What follows belongs to an exercise in optimizing a design on an open flow for small area and a short achievable clock period; a production flow would make more cautious choices.
Where RTL was checked, it was by simulation tests only, not by an equivalence proof against the original.
Only the layout flow was run in runs 1 to 3; the RTL was not checked for function there.

`design/flow/design.v`:
```
`default_nettype none
package aes_math_pkg;
  localparam logic [7:0] poly_reduce = 8'h1b;
  localparam logic [2047:0] sbox = {
    128'h637c777bf26b6fc53001672bfed7ab76,
    128'hca82c97dfa5947f0add4a2af9ca472c0,
    128'hb7fd9326363ff7cc34a5e5f171d83115,
    128'h04c723c31896059a071280e2eb27b275,
    128'h09832c1a1b6e5aa0523bd6b329e32f84,
    128'h53d100ed20fcb15b6acbbe394a4c58cf,
    128'hd0efaafb434d338545f9027f503c9fa8,
    128'h51a3408f929d38f5bcb6da2110fff3d2,
    128'hcd0c13ec5f974417c4a77e3d645d1973,
    128'h60814fdc222a908846eeb814de5e0bdb,
    128'he0323a0a4906245cc2d3ac629195e479,
    128'he7c8376d8dd54ea96c56f4ea657aae08,
    128'hba78252e1ca6b4c6e8dd741f4bbd8b8a,
    128'h703eb5664803f60e613557b986c11d9e,
    128'he1f8981169d98e949b1e87e9ce5528df,
    128'h8ca1890dbfe6426841992d0fb054bb16
  };
  function automatic logic [7:0] sub_byte(input logic [7:0] b);
    sub_byte = sbox[2047 - 8 * b -: 8];
  endfunction
  function automatic logic [7:0] xtime(input logic [7:0] b);
    logic [7:0] shifted;
    shifted = {b[6:0], 1'b0};
    if (b[7]) begin
      shifted = shifted ^ poly_reduce;
    end
    xtime = shifted;
  endfunction
  function automatic logic [7:0] mul3(input logic [7:0] b);
    mul3 = xtime(b) ^ b;
  endfunction
endpackage
`default_nettype wire
`timescale 1ns/1ns
`default_nettype none
module aes_mix_column (
  input  wire [31:0] col_in,
  output wire [31:0] col_out
);
  wire [7:0] a0;
  wire [7:0] a1;
  wire [7:0] a2;
  wire [7:0] a3;
  assign a0 = col_in[31:24];
  assign a1 = col_in[23:16];
  assign a2 = col_in[15:8];
  assign a3 = col_in[7:0];
  assign col_out[31:24] = aes_math_pkg::xtime(a0) ^ aes_math_pkg::mul3(a1) ^ a2 ^ a3;
  assign col_out[23:16] = a0 ^ aes_math_pkg::xtime(a1) ^ aes_math_pkg::mul3(a2) ^ a3;
  assign col_out[15:8]  = a0 ^ a1 ^ aes_math_pkg::xtime(a2) ^ aes_math_pkg::mul3(a3);
  assign col_out[7:0]   = aes_math_pkg::mul3(a0) ^ a1 ^ a2 ^ aes_math_pkg::xtime(a3);
endmodule
`default_nettype wire
`timescale 1ns/1ns
`default_nettype none
module aes_sub_shift_stage (
  input  wire         clk,
  input  wire [127:0] in_state,
  output wire [127:0] shifted
);
  wire [127:0] subbed;
  for (genvar c = 0; c < 4; c++) begin : g_col
    for (genvar r = 0; r < 4; r++) begin : g_row
      aes_sbox u_sbox (
        .clk (clk),
        .a   (in_state[127 - 32*c - 8*r -: 8]),
        .y   (subbed[127 - 32*c - 8*r -: 8])
      );
      assign shifted[127 - 32*c - 8*r -: 8] =
        subbed[127 - 32*((c + r) % 4) - 8*r -: 8];
    end
  end
endmodule
module aes_sbox (
  input  wire       clk,
  input  wire [7:0] a,
  output wire [7:0] y
);
  wire U0 = a[7], U1 = a[6], U2 = a[5], U3 = a[4], U4 = a[3], U5 = a[2], U6 = a[1], U7 = a[0];
  wire T1, T2, T3, T4, T5, T6, T7, T8, T9, T10;
  wire T11, T12, T13, T14, T15, T16, T17, T18, T19, T20;
  wire T21, T22, T23, T24, T25, T26, T27, M1, M2, M3;
  wire M4, M5, M6, M7, M8, M9, M10, M11, M12, M13;
  wire M14, M15, M16, M17, M18, M19, M20, M21, M22, M23;
  wire M24, M25, M26, M27, M28, M29, M30, M31, M32, M33;
  wire M34, M35, M36, M37, M38, M39, M40, M41, M42, M43;
  wire M44, M45, M46, M47, M48, M49, M50, M51, M52, M53;
  wire M54, M55, M56, M57, M58, M59, M60, M61, M62, M63;
  wire L0, L1, L2, L3, L4, L5, L6, L7, L8, L9;
  wire L10, L11, L12, L13, L14, L15, L16, L17, L18, L19;
  wire L20, L21, L22, L23, L24, L25, L26, L27, L28, L29;
  wire S0, S1, S2, S3, S4, S5, S6, S7;
  reg  M38_q, M40_q, M37_q, M39_q, T6_q, T8_q, U7_q, T16_q, T9_q, T17_q;
  reg  T15_q, T27_q, T10_q, T13_q, T23_q, T19_q, T3_q, T22_q, T20_q, T1_q;
  reg  T4_q, T2_q;
  assign T1 = U0 ^ U3;
  assign T2 = U0 ^ U5;
  assign T3 = U0 ^ U6;
  assign T4 = U3 ^ U5;
  assign T5 = U4 ^ U6;
  assign T6 = T1 ^ T5;
  assign T7 = U1 ^ U2;
  assign T8 = U7 ^ T6;
  assign T9 = U7 ^ T7;
  assign T10 = T6 ^ T7;
  assign T11 = U1 ^ U5;
  assign T12 = U2 ^ U5;
  assign T13 = T3 ^ T4;
  assign T14 = T6 ^ T11;
  assign T15 = T5 ^ T11;
  assign T16 = T5 ^ T12;
  assign T17 = T9 ^ T16;
  assign T18 = U3 ^ U7;
  assign T19 = T7 ^ T18;
  assign T20 = T1 ^ T19;
  assign T21 = U6 ^ U7;
  assign T22 = T7 ^ T21;
  assign T23 = T2 ^ T22;
  assign T24 = T2 ^ T10;
  assign T25 = T20 ^ T17;
  assign T26 = T3 ^ T16;
  assign T27 = T1 ^ T12;
  assign M1 = T13 & T6;
  assign M2 = T23 & T8;
  assign M3 = T14 ^ M1;
  assign M4 = T19 & U7;
  assign M5 = M4 ^ M1;
  assign M6 = T3 & T16;
  assign M7 = T22 & T9;
  assign M8 = T26 ^ M6;
  assign M9 = T20 & T17;
  assign M10 = M9 ^ M6;
  assign M11 = T1 & T15;
  assign M12 = T4 & T27;
  assign M13 = M12 ^ M11;
  assign M14 = T2 & T10;
  assign M15 = M14 ^ M11;
  assign M16 = M3 ^ M2;
  assign M17 = M5 ^ T24;
  assign M18 = M8 ^ M7;
  assign M19 = M10 ^ M15;
  assign M20 = M16 ^ M13;
  assign M21 = M17 ^ M15;
  assign M22 = M18 ^ M13;
  assign M23 = M19 ^ T25;
  assign M24 = M22 ^ M23;
  assign M25 = M22 & M20;
  assign M26 = M21 ^ M25;
  assign M27 = M20 ^ M21;
  assign M28 = M23 ^ M25;
  assign M29 = M28 & M27;
  assign M30 = M26 & M24;
  assign M31 = M20 & M23;
  assign M32 = M27 & M31;
  assign M33 = M27 ^ M25;
  assign M34 = M21 & M22;
  assign M35 = M24 & M34;
  assign M36 = M24 ^ M25;
  assign M37 = M21 ^ M29;
  assign M38 = M32 ^ M33;
  assign M39 = M23 ^ M30;
  assign M40 = M35 ^ M36;
  assign M41 = M38_q ^ M40_q;
  assign M42 = M37_q ^ M39_q;
  assign M43 = M37_q ^ M38_q;
  assign M44 = M39_q ^ M40_q;
  assign M45 = M42 ^ M41;
  assign M46 = M44 & T6_q;
  assign M47 = M40_q & T8_q;
  assign M48 = M39_q & U7_q;
  assign M49 = M43 & T16_q;
  assign M50 = M38_q & T9_q;
  assign M51 = M37_q & T17_q;
  assign M52 = M42 & T15_q;
  assign M53 = M45 & T27_q;
  assign M54 = M41 & T10_q;
  assign M55 = M44 & T13_q;
  assign M56 = M40_q & T23_q;
  assign M57 = M39_q & T19_q;
  assign M58 = M43 & T3_q;
  assign M59 = M38_q & T22_q;
  assign M60 = M37_q & T20_q;
  assign M61 = M42 & T1_q;
  assign M62 = M45 & T4_q;
  assign M63 = M41 & T2_q;
  assign L0 = M61 ^ M62;
  assign L1 = M50 ^ M56;
  assign L2 = M46 ^ M48;
  assign L3 = M47 ^ M55;
  assign L4 = M54 ^ M58;
  assign L5 = M49 ^ M61;
  assign L6 = M62 ^ L5;
  assign L7 = M46 ^ L3;
  assign L8 = M51 ^ M59;
  assign L9 = M52 ^ M53;
  assign L10 = M53 ^ L4;
  assign L11 = M60 ^ L2;
  assign L12 = M48 ^ M51;
  assign L13 = M50 ^ L0;
  assign L14 = M52 ^ M61;
  assign L15 = M55 ^ L1;
  assign L16 = M56 ^ L0;
  assign L17 = M57 ^ L1;
  assign L18 = M58 ^ L8;
  assign L19 = M63 ^ L4;
  assign L20 = L0 ^ L1;
  assign L21 = L1 ^ L7;
  assign L22 = L3 ^ L12;
  assign L23 = L18 ^ L2;
  assign L24 = L15 ^ L9;
  assign L25 = L6 ^ L10;
  assign L26 = L7 ^ L9;
  assign L27 = L8 ^ L10;
  assign L28 = L11 ^ L14;
  assign L29 = L11 ^ L17;
  assign S0 = L6 ^ L24;
  assign S1 = ~(L16 ^ L26);
  assign S2 = ~(L19 ^ L28);
  assign S3 = L6 ^ L21;
  assign S4 = L20 ^ L22;
  assign S5 = L25 ^ L29;
  assign S6 = ~(L13 ^ L27);
  assign S7 = ~(L6 ^ L23);
  always @(posedge clk) begin
    M38_q <= M38;
    M40_q <= M40;
    M37_q <= M37;
    M39_q <= M39;
    T6_q <= T6;
    T8_q <= T8;
    U7_q <= U7;
    T16_q <= T16;
    T9_q <= T9;
    T17_q <= T17;
    T15_q <= T15;
    T27_q <= T27;
    T10_q <= T10;
    T13_q <= T13;
    T23_q <= T23;
    T19_q <= T19;
    T3_q <= T3;
    T22_q <= T22;
    T20_q <= T20;
    T1_q <= T1;
    T4_q <= T4;
    T2_q <= T2;
  end
  assign y[7] = S0;
  assign y[6] = S1;
  assign y[5] = S2;
  assign y[4] = S3;
  assign y[3] = S4;
  assign y[2] = S5;
  assign y[1] = S6;
  assign y[0] = S7;
endmodule
`default_nettype wire
`timescale 1ns/1ns
`default_nettype none
module aes_mix_key_stage (
  input  wire          clk,
  input  wire [127:0]  shifted,
  input  wire [127:0]  round_key,
  output reg  [127:0]  out_state
);
  wire [127:0] mixed;
  for (genvar c = 0; c < 4; c++) begin : g_col
    aes_mix_column u_mix (
      .col_in  (shifted[127 - 32*c -: 32]),
      .col_out (mixed[127 - 32*c -: 32])
    );
  end
  always @(posedge clk) begin
    out_state <= mixed ^ round_key;
  end
endmodule
`default_nettype wire
`timescale 1ns/1ns
`default_nettype none
module aes_round_top (
  input  wire          clk,
  input  wire          rst,
  input  wire          in_valid,
  input  wire [256:0]  in_data,
  output wire          out_valid,
  output wire [127:0]  out_state
);
  reg          s1_valid;
  reg          s2_valid;
  reg  [127:0] s1_key;
  wire [127:0] shifted;
  always @(posedge clk) begin
    if (rst) begin
      s1_valid <= 1'b0;
      s2_valid <= 1'b0;
    end else begin
      s1_valid <= in_valid;
      s2_valid <= s1_valid;
    end
  end
  assign out_valid = s2_valid;
  always @(posedge clk) begin
    s1_key <= in_data[128:1] & {128{~in_data[0]}};
  end
  aes_sub_shift_stage u_sub_shift (
    .clk      (clk),
    .in_state (in_data[256:129]),
    .shifted  (shifted)
  );
  aes_mix_key_stage u_mix_key (
    .clk       (clk),
    .shifted   (shifted),
    .round_key (s1_key),
    .out_state (out_state)
  );
endmodule
`default_nettype wire
```
`design/flow/run.sh`:
```
#!/bin/bash
# synth_recipe.tcl (not shown) runs the flow's synth.tcl, then flattens the netlist and writes it again
# the make line also repeats each setting of config.mk as NAME=value (left out here)
make -C /OpenROAD-flow-scripts/flow DESIGN_CONFIG=/design/flow/config.mk WORK_HOME=/design/flow/orfs CLKGATE_MAP_FILE= SYNTH_SCRIPT=/design/flow/synth_recipe.tcl finish
```
`design/flow/config.mk`:
```
export PLATFORM = sky130hd
export DESIGN_NAME = aes_round_top
export DESIGN_NICKNAME = aes_round_top
export VERILOG_FILES = /design/flow/design.v
export SDC_FILE = /design/flow/constraint.sdc
export NUM_CORES = 4
export LEC_CHECK = 0
export CAP_MARGIN = 20
export CORE_MARGIN = 2
export CORE_UTILIZATION = 30
export PLACE_DENSITY = 0.45
export SLEW_MARGIN = 20
```
`design/flow/constraint.sdc`:
```
create_clock -name core_clock -period 5.0 [get_ports {clk}]
set_input_delay 1.0000 -clock core_clock [delete_from_list [all_inputs] [get_ports {clk}]]
set_output_delay 1.0000 -clock core_clock [all_outputs]
set_load 0.01 [all_outputs]
```
==> qor.yml, run 1 <==
path_class: "input port to register"
syn_avg_cell_area_um2: 8.98
status: "timing/DRC/antenna clean"
synth_edf_count: 0
cp_max_fo: 8
postCtsSetupBuffers: 0
synth_top_family_by_area: "XOR/XNOR gates"
cp_common_cell: "xnor2_1"
ys_warn_count: 4
synth_ff_type: "dfxtp_1"
crit_path_end_kind: "register"
fillers: 13577
crit_path_cell_trace: "clkdlybuf4s50_1 -> xor2_1 -> xnor2_1 -> and2_1 -> nor2_1 -> xnor2_1 -> ha_1 -> xor2_1 -> xnor2_1 -> xnor2_1 -> nor2b_1 -> mux2i_1 -> o21ai_0"
fin_area_um2: 48600
slowest_stage: "clkdlybuf4s50_1"
worst_pin_slew_ns: 1.03
path_delay_family: "XOR/XNOR gates"
gp_congestion: 0.795
cts_buffer_depth: 3
die_area_um2: 136000
slew_violations: 0
cts_tree: "done"
slew_headroom_pct: 31.1
arrival_ns: 4.48
num_vias: 29258
numPortBuffers: 388
yosysSeqAreaShare_pct: 30.5
postPlaceCellArea_um2: 45800
clk_pin_slew_ns: 0.06
start_util_pct: 30.1
grt_pass1_wl_um: 167000
dpl.hpwl_um: 85900
hold_class: "register to register"
synthAdderAreaFrac_pct: 1.00
io_pins: 389
startpoint_type: "input port"
synth_compound_area_share_pct: 10.4
wl_per_cell_um: 16.2
ant_nets: 0
yosys.area.top_type: "dfxtp_1"
synthMuxAreaShare_pct: 3.30
ys_types: 82
grt_usage_pct: 15.5
numCtsBuffers: 78
async_flop_share_pct: 0
grt_max_degree: 66
die_w_um: 369
remaining_drc_errors: 0
area_growth_syn_to_layout_pct: 21.4
syn_inst: 4460
rrSetupSlack_ns: 1.30
die_h_um: 369
cp_slowest_stage_delay_ns: 0.69
final_cell_mix: "xnor2_1 (1107), dfxtp_1 (610), xor2_1 (546)"
rsz0062_at_grt: "false"
cts_root_buf: "clkbuf_16"
min_period_ns: 3.91
drt-total-wl_um: 108000
clkLatencyLatePin_ns: 0.66
setup_violations: 0
first_global_vias: 29166
hold_buffers: 0
hold_violations: 0
htree_levels: 3
drive_gt1_share_pct: 5.72
min_period_over_period_pct: 78.3
path_buf_inv: 1
ys_ff_latch: 610
core_um2: 133000
nets: 5102
drtIter0Drc: 1316
fin_setup_tns_ns: 0
synth_top_area_share_pct: 30.5
synth.area.top_cells: "dfxtp_1 (30%), xnor2_1 (24%), xor2_1 (12%)"
critPathRequiredTime_ns: 5.57
antenna_found_initial: 19
yosys.area_share.xor_xnor_pct: 39.4
synthSimpleGateAreaFrac_pct: 11.6
cap_violations: 0
synth_area_um2: 40000
vias_per_cell: 4.40
rows: 134
overflow: 0
synth_nets: 4752
clock_sinks: 610
fmax_mhz: 256
skew_ns: 0.0193
layout_commonest_cell: "xnor2_1"
dr.pass1.iters: 5
post_cts_resized: 0
largest_registers: "s1_key (128), u_mix_key.out_state (128)"
==> logic make-up (layout without fill, tap and decap cells) <==
| logic type | count (synthesis) | in the layout |
|---|---|---|
| other | 0 | 7 |
| AND/OR/NAND/NOR | 937 | 937 |
| flip-flops | 610 | 610 |
| adder cells (fa/ha/maj) | 32 | 32 |
| AO/OA/AOI/OAI | 667 | 667 |
| buffers and inverters | 364 | 778 |
| multiplexers | 130 | 130 |
| XOR/XNOR | 1720 | 1720 |
==> worst paths after layout <==
check | start | to | cells past startpoint
max | in_data[186] | u_sub_shift.g_col[2].g_row[0].u_sbox.M38_q | 13
min | s1_key[104] | u_mix_key.out_state[104] | 1
max reg2reg | u_sub_shift.g_col[3].g_row[2].u_sbox.M39_q | u_mix_key.out_state[93] | 8
min reg2reg | s1_key[104] | u_mix_key.out_state[104] | 1
==> synthesized netlist by cell type, types with 5 or more instances <==
library cell / number
a211oi_1: 18
a21boi_0: 22
a21o_1: 13
a21oi_1: 236
a22oi_1: 26
a2bb2oi_1: 23
a31oi_1: 12
a32oi_1: 5
and2_1: 21
and3_1: 23
buf_1: 15
buf_2: 63
buf_4: 9
clkbuf_1: 92
dfxtp_1: 610
ha_1: 32
inv_1: 181
mux2_2: 14
mux2i_1: 114
nand2_1: 315
nand2b_1: 50
nand3_1: 46
nor2_1: 156
nor2b_1: 203
nor3_1: 49
nor3b_1: 31
nor4_1: 7
o211ai_1: 25
o21ai_0: 147
o221ai_1: 26
o22a_1: 11
o22ai_1: 40
o22ai_2: 6
o311a_1: 7
o31ai_1: 10
or2_2: 8
or3_1: 8
xnor2_1: 1107
xnor2_2: 23
xnor2_4: 5
xnor3_1: 20
xor2_1: 546
xor2_2: 15
==> stage by stage <==
stage                     setup WS (ns)  hold WS [ns]  cells  util (%)
after floorplan                    1.30         0.413   4460         -
after global placement            0.579         0.420   6498      34.5
after detailed placement          0.404         0.421   6498      34.5
after CTS                          1.12         0.430   6642      36.5
after global routing              0.713         0.447   6644      36.5
final                              1.09         0.427   6649      36.6
==> layer usage <==
layer  track usage [%]  wire length, um
met5                 0               81
met1              20.4            51000
met3              3.47             5090
met4              3.76             2290
met2              25.6            49500
==> worst register-to-register path, stage by stage, from the launching register on <==
cell and delay (ns):
dfxtp_1 0.68, mux2_1 0.38, a222oi_1 0.64, xor2_1 0.17, xnor2_1 0.39, xnor2_2 0.23, xor2_1 0.58, xor2_1 0.41
xnor2_1 0.16
==> area by class of cell <==
| cell class | instances | area (um2) | area share (%) |
|---|---|---|---|
| Multi-Input combinational cell | 3486 | 26300 | 54.2 |
| Sequential cell | 610 | 12200 | 25.1 |
| Timing Repair Buffer | 452 | 4370 | 9.00 |
| Clock buffer | 115 | 2390 | 4.91 |
| Tap cell | 1768 | 2210 | 4.55 |
| Inverter | 182 | 683 | 1.41 |
| Clock inverter | 29 | 377 | 0.775 |
| Antenna cell | 7 | 17.5 | 0.0360 |
==> run 2, diff against run 1 <==
--- a/design/flow/design.v
+++ b/design/flow/design.v
@@ -96,5 +96,7 @@
   wire S0, S1, S2, S3, S4, S5, S6, S7;
-  reg  M38_q, M40_q, M37_q, M39_q, T6_q, T8_q, U7_q, T16_q, T9_q, T17_q;
-  reg  T15_q, T27_q, T10_q, T13_q, T23_q, T19_q, T3_q, T22_q, T20_q, T1_q;
-  reg  T4_q, T2_q;
+  reg  U7_q1, T1_q1, T2_q1, T3_q1, T4_q1, T6_q1, T8_q1, T9_q1, T10_q1, T13_q1;
+  reg  T15_q1, T16_q1, T17_q1, T19_q1, T20_q1, T22_q1, T23_q1, T25_q1, T27_q1, M19_q1;
+  reg  M20_q1, M21_q1, M22_q1, M46_q1, M50_q1, M52_q1, M53_q1, M56_q1, M60_q1, M61_q1;
+  reg  M62_q1, M63_q1, L1_q1, L2_q1, L3_q1, L4_q1, L5_q1, L8_q1, L12_q1, L14_q1;
+  reg  L15_q1, L17_q1, L18_q1;
   assign T1 = U0 ^ U3;
@@ -148,7 +150,7 @@
   assign M22 = M18 ^ M13;
-  assign M23 = M19 ^ T25;
-  assign M24 = M22 ^ M23;
-  assign M25 = M22 & M20;
-  assign M26 = M21 ^ M25;
-  assign M27 = M20 ^ M21;
+  assign M23 = M19_q1 ^ T25_q1;
+  assign M24 = M22_q1 ^ M23;
+  assign M25 = M22_q1 & M20_q1;
+  assign M26 = M21_q1 ^ M25;
+  assign M27 = M20_q1 ^ M21_q1;
   assign M28 = M23 ^ M25;
@@ -156,9 +158,9 @@
   assign M30 = M26 & M24;
-  assign M31 = M20 & M23;
+  assign M31 = M20_q1 & M23;
   assign M32 = M27 & M31;
   assign M33 = M27 ^ M25;
-  assign M34 = M21 & M22;
+  assign M34 = M21_q1 & M22_q1;
   assign M35 = M24 & M34;
   assign M36 = M24 ^ M25;
-  assign M37 = M21 ^ M29;
+  assign M37 = M21_q1 ^ M29;
   assign M38 = M32 ^ M33;
@@ -166,26 +168,26 @@
   assign M40 = M35 ^ M36;
-  assign M41 = M38_q ^ M40_q;
-  assign M42 = M37_q ^ M39_q;
-  assign M43 = M37_q ^ M38_q;
-  assign M44 = M39_q ^ M40_q;
+  assign M41 = M38 ^ M40;
+  assign M42 = M37 ^ M39;
+  assign M43 = M37 ^ M38;
+  assign M44 = M39 ^ M40;
   assign M45 = M42 ^ M41;
-  assign M46 = M44 & T6_q;
-  assign M47 = M40_q & T8_q;
-  assign M48 = M39_q & U7_q;
-  assign M49 = M43 & T16_q;
-  assign M50 = M38_q & T9_q;
-  assign M51 = M37_q & T17_q;
-  assign M52 = M42 & T15_q;
-  assign M53 = M45 & T27_q;
-  assign M54 = M41 & T10_q;
-  assign M55 = M44 & T13_q;
-  assign M56 = M40_q & T23_q;
-  assign M57 = M39_q & T19_q;
-  assign M58 = M43 & T3_q;
-  assign M59 = M38_q & T22_q;
-  assign M60 = M37_q & T20_q;
-  assign M61 = M42 & T1_q;
-  assign M62 = M45 & T4_q;
-  assign M63 = M41 & T2_q;
-  assign L0 = M61 ^ M62;
+  assign M46 = M44 & T6_q1;
+  assign M47 = M40 & T8_q1;
+  assign M48 = M39 & U7_q1;
+  assign M49 = M43 & T16_q1;
+  assign M50 = M38 & T9_q1;
+  assign M51 = M37 & T17_q1;
+  assign M52 = M42 & T15_q1;
+  assign M53 = M45 & T27_q1;
+  assign M54 = M41 & T10_q1;
+  assign M55 = M44 & T13_q1;
+  assign M56 = M40 & T23_q1;
+  assign M57 = M39 & T19_q1;
+  assign M58 = M43 & T3_q1;
+  assign M59 = M38 & T22_q1;
+  assign M60 = M37 & T20_q1;
+  assign M61 = M42 & T1_q1;
+  assign M62 = M45 & T4_q1;
+  assign M63 = M41 & T2_q1;
+  assign L0 = M61_q1 ^ M62_q1;
   assign L1 = M50 ^ M56;
@@ -195,26 +197,26 @@
   assign L5 = M49 ^ M61;
-  assign L6 = M62 ^ L5;
-  assign L7 = M46 ^ L3;
+  assign L6 = M62_q1 ^ L5_q1;
+  assign L7 = M46_q1 ^ L3_q1;
   assign L8 = M51 ^ M59;
-  assign L9 = M52 ^ M53;
-  assign L10 = M53 ^ L4;
-  assign L11 = M60 ^ L2;
+  assign L9 = M52_q1 ^ M53_q1;
+  assign L10 = M53_q1 ^ L4_q1;
+  assign L11 = M60_q1 ^ L2_q1;
   assign L12 = M48 ^ M51;
-  assign L13 = M50 ^ L0;
+  assign L13 = M50_q1 ^ L0;
   assign L14 = M52 ^ M61;
   assign L15 = M55 ^ L1;
-  assign L16 = M56 ^ L0;
+  assign L16 = M56_q1 ^ L0;
   assign L17 = M57 ^ L1;
   assign L18 = M58 ^ L8;
-  assign L19 = M63 ^ L4;
-  assign L20 = L0 ^ L1;
-  assign L21 = L1 ^ L7;
-  assign L22 = L3 ^ L12;
-  assign L23 = L18 ^ L2;
-  assign L24 = L15 ^ L9;
+  assign L19 = M63_q1 ^ L4_q1;
+  assign L20 = L0 ^ L1_q1;
+  assign L21 = L1_q1 ^ L7;
+  assign L22 = L3_q1 ^ L12_q1;
+  assign L23 = L18_q1 ^ L2_q1;
+  assign L24 = L15_q1 ^ L9;
   assign L25 = L6 ^ L10;
   assign L26 = L7 ^ L9;
-  assign L27 = L8 ^ L10;
-  assign L28 = L11 ^ L14;
-  assign L29 = L11 ^ L17;
+  assign L27 = L8_q1 ^ L10;
+  assign L28 = L11 ^ L14_q1;
+  assign L29 = L11 ^ L17_q1;
   assign S0 = L6 ^ L24;
@@ -228,24 +230,45 @@
   always @(posedge clk) begin
-    M38_q <= M38;
-    M40_q <= M40;
-    M37_q <= M37;
-    M39_q <= M39;
-    T6_q <= T6;
-    T8_q <= T8;
-    U7_q <= U7;
-    T16_q <= T16;
-    T9_q <= T9;
-    T17_q <= T17;
-    T15_q <= T15;
-    T27_q <= T27;
-    T10_q <= T10;
-    T13_q <= T13;
-    T23_q <= T23;
-    T19_q <= T19;
-    T3_q <= T3;
-    T22_q <= T22;
-    T20_q <= T20;
-    T1_q <= T1;
-    T4_q <= T4;
-    T2_q <= T2;
+    U7_q1 <= U7;
+    T1_q1 <= T1;
+    T2_q1 <= T2;
+    T3_q1 <= T3;
+    T4_q1 <= T4;
+    T6_q1 <= T6;
+    T8_q1 <= T8;
+    T9_q1 <= T9;
+    T10_q1 <= T10;
+    T13_q1 <= T13;
+    T15_q1 <= T15;
+    T16_q1 <= T16;
+    T17_q1 <= T17;
+    T19_q1 <= T19;
+    T20_q1 <= T20;
+    T22_q1 <= T22;
+    T23_q1 <= T23;
+    T25_q1 <= T25;
+    T27_q1 <= T27;
+    M19_q1 <= M19;
+    M20_q1 <= M20;
+    M21_q1 <= M21;
+    M22_q1 <= M22;
+    M46_q1 <= M46;
+    M50_q1 <= M50;
+    M52_q1 <= M52;
+    M53_q1 <= M53;
+    M56_q1 <= M56;
+    M60_q1 <= M60;
+    M61_q1 <= M61;
+    M62_q1 <= M62;
+    M63_q1 <= M63;
+    L1_q1 <= L1;
+    L2_q1 <= L2;
+    L3_q1 <= L3;
+    L4_q1 <= L4;
+    L5_q1 <= L5;
+    L8_q1 <= L8;
+    L12_q1 <= L12;
+    L14_q1 <= L14;
+    L15_q1 <= L15;
+    L17_q1 <= L17;
+    L18_q1 <= L18;
   end
@@ -291,19 +314,24 @@
 );
-  reg          s1_valid;
-  reg          s2_valid;
-  reg  [127:0] s1_key;
-  wire [127:0] shifted;
+  localparam int SBOX_CYCLES = 2;
+  reg  [SBOX_CYCLES:0] valid_pipe;
+  wire [127:0]         shifted;
   always @(posedge clk) begin
     if (rst) begin
-      s1_valid <= 1'b0;
-      s2_valid <= 1'b0;
+      valid_pipe <= '0;
     end else begin
-      s1_valid <= in_valid;
-      s2_valid <= s1_valid;
+      valid_pipe <= {valid_pipe[SBOX_CYCLES-1:0], in_valid};
     end
   end
-  assign out_valid = s2_valid;
+  assign out_valid = valid_pipe[SBOX_CYCLES];
+  reg [128*SBOX_CYCLES-1:0] key_pipe;
+  wire [127:0]              round_key;
   always @(posedge clk) begin
-    s1_key <= in_data[128:1] & {128{~in_data[0]}};
+    key_pipe[127:0] <= in_data[128:1] & {128{~in_data[0]}};
   end
+  if (SBOX_CYCLES > 1) begin : g_key
+    always @(posedge clk) begin
+      key_pipe[128*SBOX_CYCLES-1:128] <= key_pipe[128*SBOX_CYCLES-129:0];
+    end
+  end
+  assign round_key = key_pipe[128*SBOX_CYCLES-1 -: 128];
   aes_sub_shift_stage u_sub_shift (
@@ -316,3 +344,3 @@
     .shifted   (shifted),
-    .round_key (s1_key),
+    .round_key (round_key),
     .out_state (out_state)
==> qor.yml, run 2 <==
status: "timing/DRC/antenna clean"  # unchanged
startpoint_type: "input port"  # unchanged
io_pins: 389  # unchanged
min_period_over_period_pct: 57.7  # was 78.3%
hold_class: "register to register"  # unchanged
yosysMostFrequentCell: "xnor2_1"  # unchanged
clk_pin_slew_ns: 0.05  # was 0.06 ns
grt_max_degree: 65  # was 66
postPlaceCellArea_um2: 59600  # was 45800 um2
gp_congestion: 0.796  # was 0.795
ys_ff_latch: 1075  # was 610
async_flop_share_pct: 0  # unchanged
fin_area_um2: 64100  # was 48600 um2
fmax_mhz: 347  # was 256 MHz
grt_pass1_wl_um: 219000  # was 167000 um
postCtsSetupBuffers: 0  # unchanged
whs_endpoint: "key_pipe[229]"  # was u_mix_key.out_state[104]
clock_sinks: 1075  # was 610
slowest_stage: "clkdlybuf4s50_1"  # unchanged
synthTopCellsByCount: "xnor2_1 (1138), dfxtp_1 (1075), o21ai_0 (420), nor2_1 (404), xor2_1 (319)"  # was xnor2_1 (1107), dfxtp_1 (610), xor2_1 (546), nand2_1 (315), a21oi_1 (236)
layout_commonest_cell: "xnor2_1"  # unchanged
die_w_um: 427  # was 369 um
path_buf_inv: 1  # unchanged
nets: 6264  # was 5102
drive_gt1_share_pct: 7.39  # was 5.72%
ant_nets: 0  # unchanged
holdCritStartpoint: "key_pipe[101]"  # was s1_key[104]
numPortBuffers: 388  # unchanged
num_vias: 38882  # was 29258
vias_per_cell: 4.62  # was 4.40
r2r-start: "u_sub_shift.g_col[3].g_row[2].u_sbox.M62_q1"  # was u_sub_shift.g_col[3].g_row[2].u_sbox.M39_q
remaining_drc_errors: 0  # unchanged
cts_buffer_depth: 3  # unchanged
yosys.area.top_type: "dfxtp_1"  # unchanged
rsz0062_at_grt: "false"  # unchanged
cap_violations: 0  # unchanged
largest_registers: "key_pipe (256), u_mix_key.out_state (128)"  # was s1_key (128), u_mix_key.out_state (128)
r2r_cells: 6  # was 8
wl_per_cell_um: 16.8  # was 16.2 um
synth_edf_count: 0  # unchanged
cts_tree: "done"  # unchanged
largest_reg_flops: 256
clkLatencyLatePin_ns: 0.77  # was 0.66 ns
cp_slowest_stage_delay_ns: 0.71  # was 0.69 ns
largest_register: "key_pipe"
die_area_um2: 182000  # was 136000 um2
setup_violations: 0  # unchanged
drt-total-wl_um: 141000  # was 108000 um
hold_buffers: 0  # unchanged
rows: 155  # was 134
synth_area_um2: 53600  # was 40000 um2
slew_violations: 0  # unchanged
crit_path_end_kind: "register"  # unchanged
skew_ns: 0.0322  # was 0.0193 ns
hold_violations: 0  # unchanged
dpl.hpwl_um: 105000  # was 85900 um
die_h_um: 427  # was 369 um
overflow: 0  # unchanged
dr.pass1.iters: 5  # unchanged
cp-startpoint: "in_data[256]"  # was in_data[186]
grt_usage_pct: 15.2  # was 15.5%
core_um2: 178000  # was 133000 um2
ys_types: 63  # was 82
min_period_ns: 2.88  # was 3.91 ns
synth_nets: 6011  # was 4752
post-place-ws_ns: 1.38  # was 0.404 ns
worst_pin_slew_ns: 1.02  # was 1.03 ns
antenna_found_initial: 8  # was 19
first_global_vias: 37650  # was 29166
arrival_ns: 3.50  # was 4.48 ns
cp_common_cell: "xnor2_1"  # unchanged
ys_warn_count: 4  # unchanged
start_util_pct: 30.1  # about the same
critPathRequiredTime_ns: 5.62  # was 5.57 ns
slew_headroom_pct: 31.6  # was 31.1%
synth.area.top_cells: "dfxtp_1 (40%), xnor2_1 (19%), xor2_1 (5.2%)"  # was dfxtp_1 (30%), xnor2_1 (24%), xor2_1 (12%)
cts_root_buf: "clkbuf_16"  # unchanged
syn_inst: 5719  # was 4460
htree_levels: 4  # was 3
path_delay_family: "XOR/XNOR gates"  # unchanged
path_class: "input port to register"  # unchanged
rrSetupSlack_ns: 2.48  # was 1.30 ns
fin_ws_ns: 2.12  # was 1.09 ns
r2r_end: "u_mix_key.out_state[94]"  # was u_mix_key.out_state[93]
drtIter0Drc: 2684  # was 1316
area_growth_syn_to_layout_pct: 19.7  # was 21.4%
syn_avg_cell_area_um2: 9.36  # was 8.98 um2
numCtsBuffers: 132  # was 78
synth_ff_type: "dfxtp_1"  # unchanged
final_cell_mix: "xnor2_1 (1137), dfxtp_1 (1075), o21ai_0 (420)"  # was xnor2_1 (1107), dfxtp_1 (610), xor2_1 (546)
cp_max_fo: 8  # unchanged
fin_setup_tns_ns: 0  # unchanged
whs_path_depth: 0  # was 1
post_cts_resized: 0  # unchanged
synth_top_area_share_pct: 40.2  # was 30.5%
crit_path_cell_trace: "clkdlybuf4s50_1 -> xor2_2 -> xnor2_1 -> xnor2_1 -> ha_1 -> xnor2_1 -> xnor2_1 -> xnor2_1"  # was clkdlybuf4s50_1 -> xor2_1 -> xnor2_1 -> and2_1 -> nor2_1 -> xnor2_1 -> ha_1 -> xor2_1 -> xnor2_1 -> xnor2_1 -> nor2b_1 -> mux2i_1 -> o21ai_0
fillers: 17856  # was 13577
yosysSeqAreaShare_pct: 40.2  # was 30.5%
crit_cells: 8  # was 13
## run 2: cell count changes in the layout (fill, tap and decap cells not counted), moves of 46 or more
cell       delta
a21boi_0     +53
and2_1      +108
clkbuf_16    +51
dfxtp_1     +465
inv_1        -65
mux2i_1     -100
nand2_1      -59
nor2_1      +248
nor2b_1      -71
nor3_1       +98
o211ai_1     +46
o21ai_0     +273
xor2_1      -227
## run 2: cell type report
type | count | area (um2) | area share, %
flip-flops and latches | 1075 | 21500 | 33.6
clock inverters | 61 | 836 | 1.30
inverters | 130 | 488 | 0.761
well taps | 2355 | 2950 | 4.60
multi-input cells | 4171 | 30200 | 47.1
clock buffers | 164 | 3630 | 5.67
repair buffers | 462 | 4450 | 6.94
diodes | 6 | 15.0 | 0.0234
## run 2: kinds of logic (layout without fill, tap and decap cells)
logic type      Yosys count  count (layout)  share of synthesized area (%)
other cells               0               6                              0
flops                  1075            1075                           40.2
xor+xnor               1596            1596                           28.8
simple gates           1270            1270                           11.4
mux                      32              32                          0.640
compound gates         1225            1225                           14.5
buf+inv                 473             817                           3.42
fa+ha+maj                48              48                           1.05
## run 2: layer usage
layer	GRT usage [%]	wire, um	up-vias
met4	4.94	3220	0
met3	2.35	4940	175
met1	20.1	65500	18285
li1	-	-	19702
met5	0	0	-
met2	25.1	67500	720
## run 2: worst register-to-register path: cells and delay by family, from the launching register on
kind,cells,cell delay (ns)
xor gates and xnor gates,6,2.05
DFF,1,0.34
## run 2: how the worst max path moves through the flow
stage / endpoint / slack (ns)
floorplan: u_sub_shift.g_col[3].g_row[2].u_sbox.M20_q1 / 2.16
global placement: u_sub_shift.g_col[1].g_row[3].u_sbox.M20_q1 / 1.44
detailed placement: u_sub_shift.g_col[3].g_row[2].u_sbox.M20_q1 / 1.38
CTS: out_state[44] / 2.17
global route: u_sub_shift.g_col[3].g_row[2].u_sbox.M20_q1 / 2.01
finish: u_sub_shift.g_col[0].g_row[0].u_sbox.M21_q1 / 2.12
## run 2: per-stage QoR
stage	hold WS (ns)	utilization [%]	std cells
final	0.315	36.0	8424
after global placement	0.310	33.5	8193
after floorplan	0.310	-	5719
after global routing	0.312	36.0	8423
after detailed placement	0.312	33.5	8193
after CTS	0.312	36.0	8418
==> run 3, diff against run 2 <==
==> design/flow/flow/run.sh (new file) <==
#!/bin/bash
# Own layout flow: the standard layout (standard.sh) with two changes.
#  1. Synthesis maps the logic with flow/abc.script (area-recovering mapping
#     that keeps the XOR structure of the s-boxes) in place of ORFS's ABC
#     speed script. Everything else in synthesis is the standard one
#     (synth_recipe.tcl on a copy of ORFS's scripts folder), so registers keep
#     their standard names and cells.
#  2. Ports are buffered with sky130_fd_sc_hd__buf_1 instead of the default
#     delay-cell buffer.
# Each tool's output goes to a log of its own in this folder (synth.log,
# layout.log) and ORFS's per-step logs under orfs/logs/.
set -euo pipefail
W=$PWD
rm -rf "$W/scripts_abc"
cp -r "$FLOW_HOME/scripts" "$W/scripts_abc"
cp "$W/flow/abc.script" "$W/scripts_abc/abc_speed.script"
bash "$W/standard.sh" synth SCRIPTS_DIR="$W/scripts_abc" > "$W/synth.log" 2>&1
bash "$W/standard.sh" finish "BUFFER_PORTS_ARGS=-buffer_cell sky130_fd_sc_hd__buf_1" > "$W/layout.log" 2>&1
==> design/flow/flow/abc.script (new file) <==
strash
dch -f
map -a
topo
buffer -c
upsize -c
dnsize -c
==> design/flow/standard.sh (new file) <==
#!/bin/bash
# synth_recipe.tcl (not shown) runs the flow's synth.tcl, then flattens the netlist and writes it again
# the make line also repeats each setting of config.mk as NAME=value (left out here)
make -C /OpenROAD-flow-scripts/flow DESIGN_CONFIG=/design/flow/config.mk WORK_HOME=/design/flow/orfs CLKGATE_MAP_FILE= SYNTH_SCRIPT=/design/flow/synth_recipe.tcl "${@:-finish}"
removed: design/flow/run.sh
==> qor.yml, run 3 <==
dp_cells: 7144  # was 8193
die_h_um: 392  # was 427 um
hold_class: "register to register"  # unchanged
cts_tree: "done"  # unchanged
syn_inst: 4766  # was 5719
synthTopCellsByCount: "dfxtp_1 (1075), xor2_1 (988), inv_1 (641), xnor2_1 (638), nand2_1 (600)"  # was xnor2_1 (1138), dfxtp_1 (1075), o21ai_0 (420), nor2_1 (404), xor2_1 (319)
hold_violations: 0  # unchanged
status: "timing/DRC/antenna clean"  # unchanged
final-instance-count-excl-fill: 7367  # was 8424
drtIter0Drc: 901  # was 2684
path_buf_inv: 0  # was 1
largest_registers: "key_pipe (256), u_mix_key.out_state (128)"  # unchanged
arrival_ns: 3.27  # was 3.50 ns
post-place-ws_ns: 1.91  # was 1.38 ns
cp_slowest_stage_delay_ns: 0.67  # was 0.71 ns
ant_nets: 0  # unchanged
syn_avg_cell_area_um2: 9.47  # was 9.36 um2
synth_ff_type: "dfxtp_1"  # unchanged
drive_gt1_share_pct: 6.60  # was 7.39%
largest_register: "key_pipe"  # unchanged
synth_top_area_share_pct: 47.7  # was 40.2%
start_util_pct: 30.2  # was 30.1%
crit_path_cell_trace: "or2_1 -> nand2_1 -> xor2_1 -> xnor2_1 -> xnor2_1 -> xor2_1 -> xor2_1 -> xor2_1"  # was clkdlybuf4s50_1 -> xor2_2 -> xnor2_1 -> xnor2_1 -> ha_1 -> xnor2_1 -> xnor2_1 -> xnor2_1
register_area_um2: 21500  # unchanged
critPathRequiredTime_ns: 5.66  # was 5.62 ns
io_pins: 389  # unchanged
ys_warn_count: 4  # unchanged
htree_levels: 3  # was 4
grt_max_degree: 65  # unchanged
dpl.hpwl_um: 84900  # was 105000 um
synth.area.top_cells: "dfxtp_1 (48%), xor2_1 (19%), xnor2_1 (12%)"  # was dfxtp_1 (40%), xnor2_1 (19%), xor2_1 (5.2%)
setup_violations: 0  # unchanged
nets: 5539  # was 6264
numPortBuffers: 388  # unchanged
area_growth_syn_to_layout_pct: 17.7  # was 19.7%
postCtsSetupBuffers: 0  # unchanged
grt_usage_pct: 13.6  # was 15.2%
drt-total-wl_um: 105000  # was 141000 um
num_vias: 28307  # was 38882
dr.pass1.iters: 5  # unchanged
whs_ns: 0.299  # was 0.315 ns
first_global_vias: 29075  # was 37650
crit_path_end_kind: "register"  # unchanged
skew_ns: 0.0432  # was 0.0322 ns
cp_max_fo: 4  # was 8
slew_violations: 0  # unchanged
yosysMostFrequentCell: "dfxtp_1"  # was xnor2_1
rows: 142  # was 155
path_class: "register to register"  # was input port to register
worst_pin_slew_ns: 0.981  # was 1.02 ns
yosys.area.top_type: "dfxtp_1"  # unchanged
yosysSeqAreaShare_pct: 47.7  # was 40.2%
rsz0062_at_grt: "false"  # unchanged
gp_congestion: 0.805  # was 0.796
min_period_ns: 2.61  # was 2.88 ns
post_cts_resized: 0  # unchanged
slew_headroom_pct: 34.1  # was 31.6%
ys_ff_latch: 1075  # unchanged
startpoint_type: "register"  # was input port
overflow: 0  # unchanged
die_area_um2: 154000  # was 182000 um2
cap_violations: 0  # unchanged
multi_input_area_um2: 21100  # was 30200 um2
antenna_found_initial: 4  # was 8
clk_pin_slew_ns: 0.06  # was 0.05 ns
wl_per_cell_um: 14.2  # was 16.8 um
vias_per_cell: 3.84  # was 4.62
die_w_um: 392  # was 427 um
grt_pass1_wl_um: 161000  # was 219000 um
fin_ws_ns: 2.39  # was 2.12 ns
layout_commonest_cell: "dfxtp_1"  # was xnor2_1
min_period_over_period_pct: 52.2  # was 57.7%
final_cell_mix: "dfxtp_1 (1075), xor2_1 (988), inv_1 (641)"  # was xnor2_1 (1137), dfxtp_1 (1075), o21ai_0 (420)
ys_types: 24  # was 63
async_flop_share_pct: 0  # unchanged
remaining_drc_errors: 0  # unchanged
cts_root_buf: "clkbuf_16"  # unchanged
cts_buffer_depth: 3  # unchanged
fillers: 15575  # was 17856
fin_setup_tns_ns: 0  # unchanged
cp_common_cell: "xor2_1"  # was xnor2_1
core_um2: 150000  # was 178000 um2
path_delay_family: "XOR/XNOR gates"  # unchanged
fmax_mhz: 383  # was 347 MHz
clkLatencyLatePin_ns: 0.72  # was 0.77 ns
numCtsBuffers: 117  # was 132
hold_buffers: 0  # unchanged
synth_nets: 5058  # was 6011
slowest_stage: "xnor2_1"  # was clkdlybuf4s50_1
synth_area_um2: 45100  # was 53600 um2
clock_sinks: 1075  # unchanged
synth_edf_count: 0  # unchanged
largest_reg_flops: 256  # unchanged
run 3: cells by family after synthesis:
group	synth area share [%]
XOR/XNOR	33.5
AO/OA/AOI/OAI	1.95
flip-flops	47.7
AND/OR/NAND/NOR	10.4
adder cells (fa/ha/maj)	0.887
buffers and inverters	5.60
run 3: metrics by stage:
stage                     area (um2)  util (%)
after floorplan                45100         -
after global placement         49100      32.8
after detailed placement       49100      32.8
after CTS                      53100      35.5
after global routing           53100      35.5
final                          53100      35.5
run 3: worst paths after layout:
check	start	depth (start not counted)	end	slack (ns)
worst min-delay path	key_pipe[60]	0	key_pipe[188]	0.30
worst max-delay path	u_sub_shift.g_col[3].g_row[0].u_sbox.M62_q1	8	u_mix_key.out_state[3]	2.39
worst max register to register	u_sub_shift.g_col[3].g_row[0].u_sbox.M62_q1	8	u_mix_key.out_state[3]	2.39
worst min register to register	key_pipe[60]	0	key_pipe[188]	0.30
run 3: per-layer routing:
layer  routed length [um]  track usage, %  vias up  part of all wire (%)
li1                     -               -    15022                     -
met1                50000            17.9    12704                    48
met3                 4430            2.54      139                   4.2
met2                47700            22.3      440                    46
met4                 2380            4.30        2                   2.3
met5                   16               0        -                 0.015
run 3: final cells by class:
type                       instances  area share [%]
clock buffer                     160            6.23
tap                             2016            4.75
timing repair buffer             392            2.83
sequential                      1075            40.5
multi-input combinational       3018            39.7
clock inverter                    61            1.43
antenna                            2         0.00942
inverter                         643            4.54
run 3: worst reg2reg max path: stages (launching register included):
cell     delay, ns
dfxtp_1       0.34
or2_1         0.23
nand2_1       0.16
xor2_1        0.10
xnor2_1       0.67
xnor2_1       0.22
xor2_1        0.28
xor2_1        0.35
xor2_1        0.19
==> run 4, diff against run 3 <==
--- a/design/flow/design.v
+++ b/design/flow/design.v
@@ -98,5 +98,4 @@
   reg  T15_q1, T16_q1, T17_q1, T19_q1, T20_q1, T22_q1, T23_q1, T25_q1, T27_q1, M19_q1;
-  reg  M20_q1, M21_q1, M22_q1, M46_q1, M50_q1, M52_q1, M53_q1, M56_q1, M60_q1, M61_q1;
-  reg  M62_q1, M63_q1, L1_q1, L2_q1, L3_q1, L4_q1, L5_q1, L8_q1, L12_q1, L14_q1;
-  reg  L15_q1, L17_q1, L18_q1;
+  reg  M20_q1, M21_q1, M22_q1, M50_q1, M56_q1, L0_q1, L1_q1, L6_q1, L7_q1, L8_q1;
+  reg  L9_q1, L10_q1, L11_q1, L14_q1, L15_q1, L17_q1, L19_q1, L22_q1, L23_q1;
   assign T1 = U0 ^ U3;
@@ -191,3 +190,3 @@
   assign M63 = M41 & T2_q1;
-  assign L0 = M61_q1 ^ M62_q1;
+  assign L0 = M61 ^ M62;
   assign L1 = M50 ^ M56;
@@ -197,34 +196,34 @@
   assign L5 = M49 ^ M61;
-  assign L6 = M62_q1 ^ L5_q1;
-  assign L7 = M46_q1 ^ L3_q1;
+  assign L6 = M62 ^ L5;
+  assign L7 = M46 ^ L3;
   assign L8 = M51 ^ M59;
-  assign L9 = M52_q1 ^ M53_q1;
-  assign L10 = M53_q1 ^ L4_q1;
-  assign L11 = M60_q1 ^ L2_q1;
+  assign L9 = M52 ^ M53;
+  assign L10 = M53 ^ L4;
+  assign L11 = M60 ^ L2;
   assign L12 = M48 ^ M51;
-  assign L13 = M50_q1 ^ L0;
+  assign L13 = M50_q1 ^ L0_q1;
   assign L14 = M52 ^ M61;
   assign L15 = M55 ^ L1;
-  assign L16 = M56_q1 ^ L0;
+  assign L16 = M56_q1 ^ L0_q1;
   assign L17 = M57 ^ L1;
   assign L18 = M58 ^ L8;
-  assign L19 = M63_q1 ^ L4_q1;
-  assign L20 = L0 ^ L1_q1;
-  assign L21 = L1_q1 ^ L7;
-  assign L22 = L3_q1 ^ L12_q1;
-  assign L23 = L18_q1 ^ L2_q1;
-  assign L24 = L15_q1 ^ L9;
-  assign L25 = L6 ^ L10;
-  assign L26 = L7 ^ L9;
-  assign L27 = L8_q1 ^ L10;
-  assign L28 = L11 ^ L14_q1;
-  assign L29 = L11 ^ L17_q1;
-  assign S0 = L6 ^ L24;
+  assign L19 = M63 ^ L4;
+  assign L20 = L0_q1 ^ L1_q1;
+  assign L21 = L1_q1 ^ L7_q1;
+  assign L22 = L3 ^ L12;
+  assign L23 = L18 ^ L2;
+  assign L24 = L15_q1 ^ L9_q1;
+  assign L25 = L6_q1 ^ L10_q1;
+  assign L26 = L7_q1 ^ L9_q1;
+  assign L27 = L8_q1 ^ L10_q1;
+  assign L28 = L11_q1 ^ L14_q1;
+  assign L29 = L11_q1 ^ L17_q1;
+  assign S0 = L6_q1 ^ L24;
   assign S1 = ~(L16 ^ L26);
-  assign S2 = ~(L19 ^ L28);
-  assign S3 = L6 ^ L21;
-  assign S4 = L20 ^ L22;
+  assign S2 = ~(L19_q1 ^ L28);
+  assign S3 = L6_q1 ^ L21;
+  assign S4 = L20 ^ L22_q1;
   assign S5 = L25 ^ L29;
   assign S6 = ~(L13 ^ L27);
-  assign S7 = ~(L6 ^ L23);
+  assign S7 = ~(L6_q1 ^ L23_q1);
   always @(posedge clk) begin
@@ -253,18 +252,12 @@
     M22_q1 <= M22;
-    M46_q1 <= M46;
     M50_q1 <= M50;
-    M52_q1 <= M52;
-    M53_q1 <= M53;
     M56_q1 <= M56;
-    M60_q1 <= M60;
-    M61_q1 <= M61;
-    M62_q1 <= M62;
-    M63_q1 <= M63;
+    L0_q1 <= L0;
     L1_q1 <= L1;
-    L2_q1 <= L2;
-    L3_q1 <= L3;
-    L4_q1 <= L4;
-    L5_q1 <= L5;
+    L6_q1 <= L6;
+    L7_q1 <= L7;
     L8_q1 <= L8;
-    L12_q1 <= L12;
+    L9_q1 <= L9;
+    L10_q1 <= L10;
+    L11_q1 <= L11;
     L14_q1 <= L14;
@@ -272,3 +265,5 @@
     L17_q1 <= L17;
-    L18_q1 <= L18;
+    L19_q1 <= L19;
+    L22_q1 <= L22;
+    L23_q1 <= L23;
   end
==> qor.yml, run 4 <==
synth_top_family_by_area: "XOR/XNOR gates"  # unchanged
cp_common_cell: "xnor2_1"  # was xor2_1
vias_per_cell: 3.91  # was 3.84
die_h_um: 383  # was 392 um
min_period_over_period_pct: 50.9  # was 52.2%
cts_root_buf: "clkbuf_16"  # unchanged
fin_ws_ns: 2.46  # was 2.39 ns
nets: 5306  # was 5539
core_um2: 143000  # was 150000 um2
ys_types: 33  # was 24
path_buf_inv: 0  # unchanged
fin_setup_tns_ns: 0  # unchanged
ys_warn_count: 4  # unchanged
worst_pin_slew_ns: 1.15  # was 0.981 ns
drive_gt1_share_pct: 7.19  # was 6.60%
gp_congestion: 0.799  # was 0.805
htree_levels: 3  # unchanged
multi_input_area_um2: 21100  # about the same
async_flop_share_pct: 0  # unchanged
cap_violations: 0  # unchanged
slew_violations: 0  # unchanged
io_pins: 389  # unchanged
rrSetupSlack_ns: 2.46  # was 2.39 ns
synth_top_area_share_pct: 47.0  # was 47.7%
ant_nets: 0  # unchanged
status: "timing/DRC/antenna clean"  # unchanged
skew_ns: 0.0315  # was 0.0432 ns
area_growth_syn_to_layout_pct: 18.0  # was 17.7%
clkLatencyLatePin_ns: 0.73  # was 0.72 ns
num_vias: 27384  # was 28307
setup_violations: 0  # unchanged
rows: 139  # was 142
diodes: 0  # was 2
crit_path_end_kind: "register"  # unchanged
clock_sinks: 1011  # was 1075
yosys.area_share.xor_xnor_pct: 34.4  # was 33.5%
dpl.hpwl_um: 82600  # was 84900 um
register_area_um2: 20200  # was 21500 um2
largest_registers: "key_pipe (256), u_mix_key.out_state (128)"  # unchanged
min_period_ns: 2.54  # was 2.61 ns
yosysSeqAreaShare_pct: 47.0  # was 47.7%
numPortBuffers: 388  # unchanged
whs_ns: 0.315  # was 0.299 ns
fin_area_um2: 50900  # was 53100 um2
path_class: "register to register"  # unchanged
synthMuxAreaShare_pct: 0  # unchanged
ys_ff_latch: 1011  # was 1075
die_w_um: 383  # was 392 um
grt_pass1_wl_um: 158000  # was 161000 um
yosys.area.top_type: "dfxtp_1"  # unchanged
postPlaceCellArea_um2: 46900  # was 49100 um2
post-place-ws_ns: 2.00  # was 1.91 ns
fmax_mhz: 393  # was 383 MHz
layout_commonest_cell: "dfxtp_1"  # unchanged
post_cts_resized: 0  # unchanged
syn_inst: 4536  # was 4766
numCtsBuffers: 111  # was 117
overflow: 0  # unchanged
dr.pass1.iters: 5  # unchanged
arrival_ns: 3.17  # was 3.27 ns
clk_pin_slew_ns: 0.06  # about the same
largest_reg_flops: 256  # unchanged
hold_violations: 0  # unchanged
synthSimpleGateAreaFrac_pct: 11.3  # was 10.4%
fillers: 14758  # was 15575
drt-total-wl_um: 103000  # was 105000 um
cp_slowest_stage_delay_ns: 0.90  # was 0.67 ns
slew_headroom_pct: 23.1  # was 34.1%
path_delay_family: "XOR/XNOR gates"  # unchanged
hold_class: "register to register"  # unchanged
grt_usage_pct: 14.0  # was 13.6%
startpoint_type: "register"  # unchanged
synth_ff_type: "dfxtp_1"  # unchanged
crit_path_cell_trace: "xnor2_1 -> xnor2_1 -> xnor2_1 -> xnor2_1 -> xor2_1 -> xor2_1"  # was or2_1 -> nand2_1 -> xor2_1 -> xnor2_1 -> xnor2_1 -> xor2_1 -> xor2_1 -> xor2_1
grt_max_degree: 78  # was 65
syn_avg_cell_area_um2: 9.50  # was 9.47 um2
cts_buffer_depth: 3  # unchanged
yosysMostFrequentCell: "dfxtp_1"  # unchanged
hold_buffers: 0  # unchanged
synthTopCellsByCount: "dfxtp_1 (1011), xor2_1 (896), nand2_1 (748), xnor2_1 (737), inv_1 (426)"  # was dfxtp_1 (1075), xor2_1 (988), inv_1 (641), xnor2_1 (638), nand2_1 (600)
synth_compound_area_share_pct: 2.23  # was 1.95%
final_cell_mix: "dfxtp_1 (1011), xor2_1 (896), nand2_1 (748)"  # was dfxtp_1 (1075), xor2_1 (988), inv_1 (641)
synth_edf_count: 0  # unchanged
rsz0062_at_grt: "false"  # unchanged
critPathRequiredTime_ns: 5.63  # was 5.66 ns
synth_area_um2: 43100  # was 45100 um2
postCtsSetupBuffers: 0  # unchanged
synthAdderAreaFrac_pct: 0.929  # was 0.887%
synth.area.top_cells: "dfxtp_1 (47%), xor2_1 (18%), xnor2_1 (15%)"  # was dfxtp_1 (48%), xor2_1 (19%), xnor2_1 (12%)
start_util_pct: 30.1  # was 30.2%
synth_nets: 4828  # was 5058
first_global_vias: 27932  # was 29075
drtIter0Drc: 1141  # was 901
die_area_um2: 147000  # was 154000 um2
cts_tree: "done"  # unchanged
remaining_drc_errors: 0  # unchanged
largest_register: "key_pipe"  # unchanged
wl_per_cell_um: 14.7  # was 14.2 um
antenna_found_initial: 4  # unchanged
slowest_stage: "xnor2_1"  # unchanged
cp_max_fo: 5  # was 4
## run 4: cell types whose count changed after synthesis, sizes merged, moves of 46 or more
| cell | change |
|---|---|
| dfxtp | -64 |
| inv | -193 |
| xnor2 | +82 |
| nand2 | +138 |
| o21ai | -46 |
| nor2 | -116 |
| xor2 | -95 |
## run 4: final cells by class
| cell class | instances | area share (%) |
|---|---|---|
| multi-input cells | 3043 | 41.4 |
| flip-flops and latches | 1011 | 39.8 |
| clock buffers | 139 | 5.96 |
| well taps | 1903 | 4.68 |
| inverters | 450 | 3.32 |
| repair buffers | 397 | 3.03 |
| clock inverters | 67 | 1.81 |
## run 4: path summary, 6_finish.rpt
kind / from / cells past startpoint / endpoint
setup / recovery: u_sub_shift.g_col[2].g_row[0].u_sbox.L6_q1 / 6 / u_mix_key.out_state[59]
hold / removal: key_pipe[15] / 0 / key_pipe[143]
setup reg to reg: u_sub_shift.g_col[2].g_row[0].u_sbox.L6_q1 / 6 / u_mix_key.out_state[59]
hold reg to reg: key_pipe[15] / 0 / key_pipe[143]
## run 4: cell families (layout without fill, tap and decap cells)
group           after synthesis  after routing
buf+inv                     482           1053
flops                      1011           1011
simple gates               1198           1198
fa+ha+maj                    32             32
xor+xnor                   1664           1664
compound gates              149            149
## run 4: per-layer routing
metal | up-vias | global-route usage (%) | part of all wire (%)
met5 | - | 0 | 0.022
li1 | 14511 | - | -
met1 | 12283 | 19.0 | 49
met3 | 129 | 2.88 | 4.7
met4 | 4 | 4.22 | 2.1
met2 | 457 | 22.2 | 44
## run 4: stage by stage
step,cells,util [%]
after floorplan,4536,-
after global placement,6804,32.8
after detailed placement,6804,32.8
after CTS,7010,35.5
after global routing,7010,35.5
final,7010,35.5
## run 4: worst reg2reg max path: cells and delay by family, from the launching register on
family	cells	cell delay [ns]
XOR/XNOR	6	2.01
flip-flops	1	0.44
==> run 5, diff against run 4 <==
--- a/design/flow/config.mk
+++ b/design/flow/config.mk
@@ -9,4 +9,6 @@
 export CORE_MARGIN = 2
-export CORE_UTILIZATION = 30
-export PLACE_DENSITY = 0.45
+export CORE_UTILIZATION = 50
+export CTS_BUF_LIST = sky130_fd_sc_hd__clkbuf_8
+export PLACE_DENSITY = 0.65
+export SETUP_SLACK_MARGIN = 2.8
 export SLEW_MARGIN = 20
==> qor.yml, run 5 <==
min_period_over_period_pct: 46.0  # was 50.9%
synthTopCellsByCount: "dfxtp_1 (1011), xor2_1 (896), nand2_1 (748), xnor2_1 (737), inv_1 (426)"  # unchanged
cp_max_fo: 1  # was 5
multi_input_area_um2: 22600  # was 21100 um2
cts_buffer_depth: 3  # unchanged
area_growth_syn_to_layout_pct: 20.2  # was 18.0%
ant_nets: 0  # unchanged
ys_ff_latch: 1011  # unchanged
grt_usage_pct: 20.4  # was 14.0%
synth_area_um2: 43100  # unchanged
vias_per_cell: 4.39  # was 3.91
cts_root_buf: "clkbuf_8"  # was clkbuf_16
grt_max_degree: 65  # was 78
io_pins: 389  # unchanged
synth_top_area_share_pct: 47.0  # unchanged
rows: 107  # was 139
ys_types: 33  # unchanged
synth_nets: 4828  # unchanged
critPathRequiredTime_ns: 4.00  # was 5.63 ns
finish.utilization_pct: 60.8  # was 35.5%
holdCritStartpoint: "key_pipe[110]"  # was key_pipe[15]
die_h_um: 298  # was 383 um
yosys.area.top_type: "dfxtp_1"  # unchanged
async_flop_share_pct: 0  # unchanged
status: "timing/DRC/antenna clean"  # unchanged
path_class: "register to output port"  # was register to register
register_area_um2: 20400  # was 20200 um2
synth_ff_type: "dfxtp_1"  # unchanged
drtIter0Drc: 1069  # was 1141
setup_violations: 0  # unchanged
grt_pass1_wl_um: 145000  # was 158000 um
nets: 5359  # was 5306
gp_congestion: 0.846  # was 0.799
first_global_vias: 28598  # was 27932
clock_sinks: 1011  # unchanged
final_cell_mix: "dfxtp_1 (926), xor2_1 (833), xnor2_1 (691)"  # was dfxtp_1 (1011), xor2_1 (896), nand2_1 (748)
cap_violations: 0  # unchanged
synth.area.top_cells: "dfxtp_1 (47%), xor2_1 (18%), xnor2_1 (15%)"  # unchanged
fillers: 7360  # was 14758
core_um2: 85300  # was 143000 um2
r2r-start: "u_sub_shift.g_col[0].g_row[3].u_sbox.L6_q1"  # was u_sub_shift.g_col[2].g_row[0].u_sbox.L6_q1
numCtsBuffers: 163  # was 111
cp_slowest_stage_delay_ns: 0.36  # was 0.90 ns
clk_pin_slew_ns: 0.06  # about the same
worst_pin_slew_ns: 0.958  # was 1.15 ns
hold_buffers: 0  # unchanged
arrival_ns: 1.30  # was 3.17 ns
die_w_um: 298  # was 383 um
skew_ns: 0.0292  # was 0.0315 ns
fmax_mhz: 435  # was 393 MHz
min_period_ns: 2.30  # was 2.54 ns
num_vias: 27854  # was 27384
path_delay_family: "flip-flops"  # was XOR/XNOR gates
start_util_pct: 50.5  # was 30.1%
ys_warn_count: 4  # unchanged
synth_edf_count: 0  # unchanged
layout_commonest_cell: "dfxtp_1"  # unchanged
path_buf_inv: 1  # was 0
crit_path_end_kind: "output port"  # was register
slew_headroom_pct: 35.7  # was 23.1%
wl_per_cell_um: 14.3  # was 14.7 um
syn_avg_cell_area_um2: 9.50  # unchanged
hold_class: "register to register"  # unchanged
numPortBuffers: 388  # unchanged
drt-total-wl_um: 90800  # was 103000 um
rrSetupSlack_ns: 2.88  # was 2.46 ns
clkLatencyLatePin_ns: 0.82  # was 0.73 ns
fin_setup_tns_ns: 0  # unchanged
cp-startpoint: "u_mix_key.out_state[83]"  # was u_sub_shift.g_col[2].g_row[0].u_sbox.L6_q1
drive_gt1_share_pct: 17.5  # was 7.19%
slew_violations: 0  # unchanged
cts_tree: "done"  # unchanged
yosysMostFrequentCell: "dfxtp_1"  # unchanged
yosysSeqAreaShare_pct: 47.0  # unchanged
die_area_um2: 88600  # was 147000 um2
largest_reg_flops: 256  # unchanged
overflow: 0  # unchanged
rsz0062_at_grt: "true"  # was false
antenna_found_initial: 5  # was 4
crit_path_cell_trace: "buf_6"  # was xnor2_1 -> xnor2_1 -> xnor2_1 -> xnor2_1 -> xor2_1 -> xor2_1
startpoint_type: "register"  # unchanged
syn_inst: 4536  # unchanged
dpl.hpwl_um: 70700  # was 82600 um
hold_violations: 0  # unchanged
largest_registers: "key_pipe (256), u_mix_key.out_state (128)"  # unchanged
remaining_drc_errors: 0  # unchanged
dr.pass1.iters: 5  # unchanged
slowest_stage: "dfxtp_4"  # was xnor2_1
largest_register: "key_pipe"  # unchanged
htree_levels: 4  # was 3
-- run 5: cell counts after synthesis --
Identical to the previous run, type by type.
-- run 5: cells by family after synthesis --
family,synth area share (%)
buf+inv,4.20
fa+ha+maj,0.929
flops,47.0
compound gates,2.23
simple gates,11.3
xor+xnor,34.4
-- run 5: layout make-up --
| class | instances | share of cell area (%) |
|---|---|---|
| inverter | 450 | 3.26 |
| tap | 1144 | 2.76 |
| timing repair buffer | 398 | 4.30 |
| clock inverter | 89 | 1.21 |
| clock buffer | 205 | 5.45 |
| antenna | 4 | 0.0193 |
| sequential | 1011 | 39.3 |
| multi-input combinational | 3043 | 43.7 |
-- run 5: path summary, 6_finish.rpt --
check / depth (start not counted) / to
min reg2reg: 0 / key_pipe[238]
max: 1 / out_state[83]
max reg2reg: 6 / u_mix_key.out_state[74]
min: 0 / key_pipe[238]
-- run 5: metrics by stage --
| stage | setup slack [ns] | hold WS [ns] | cell area (um2) | instances |
|---|---|---|---|---|
| finish | 2.70 | 0.316 | 51800 | 6344 |
| global route | 2.64 | 0.304 | 51800 | 6344 |
| CTS | 2.61 | 0.269 | 50900 | 6332 |
| detailed placement | 2.16 | 0.312 | 46800 | 6038 |
| global placement | 2.20 | 0.310 | 46800 | 6038 |
| floorplan | 2.45 | 0.310 | 44100 | 4536 |
-- run 5: layer usage --
layer | part of all wire, % | global-route usage, %
met5 | 0.014 | 0
met4 | 2.3 | 7.01
met3 | 3.9 | 3.62
met2 | 48 | 35.0
met1 | 46 | 25.8
-- run 5: what timing repair did --
item	4_1_cts	5_1_grt
buffers inserted	0	8
gates resized for setup	257	160
pin swaps	0	37
setup endpoints to repair	130	187
cloned	0	0

what the ideal ports hide:
The flow's constraints put no driver on any port. The routed layouts listed below were extracted and timed again, unchanged, in two steps. Step 1 sets driving cells, clkbuf_16 on the clock port and buf_2 on the other inputs (assumed; they add their load-dependent delay and slew). Step 2 times the ports against the registers' clock, not the clock port: input delays grow and output delays shrink by t, the midpoint of the rising clock arrivals with the driver on. Three values: ideal, step 1, step 2; two values: the first two.
run	shift t [ns]	setup slack, ns	hold WS [ns]	worst register clock-pin slew, ns
run 1	0.722	1.087 / 1.070 / 0.348	0.427 / 0.427 / 0.427	0.06 / 0.06
run 2	0.831	2.116 / 2.172 / 1.341	0.315 / 0.315 / 0.315	0.06 / 0.06
run 3	0.782	2.392 / 2.392 / 1.908	0.299 / 0.299 / 0.299	0.06 / 0.06
run 4	0.779	2.457 / 2.457 / 1.965	0.315 / 0.315 / 0.315	0.06 / 0.06
run 5	0.875	2.701 / 2.635 / 2.116	0.316 / 0.316 / 0.316	0.07 / 0.07
After both steps setup and hold are still met in every run listed. The setup slack of run 2, which loses most, moves by +0.056 ns with the drivers and by -0.775 ns with both steps.
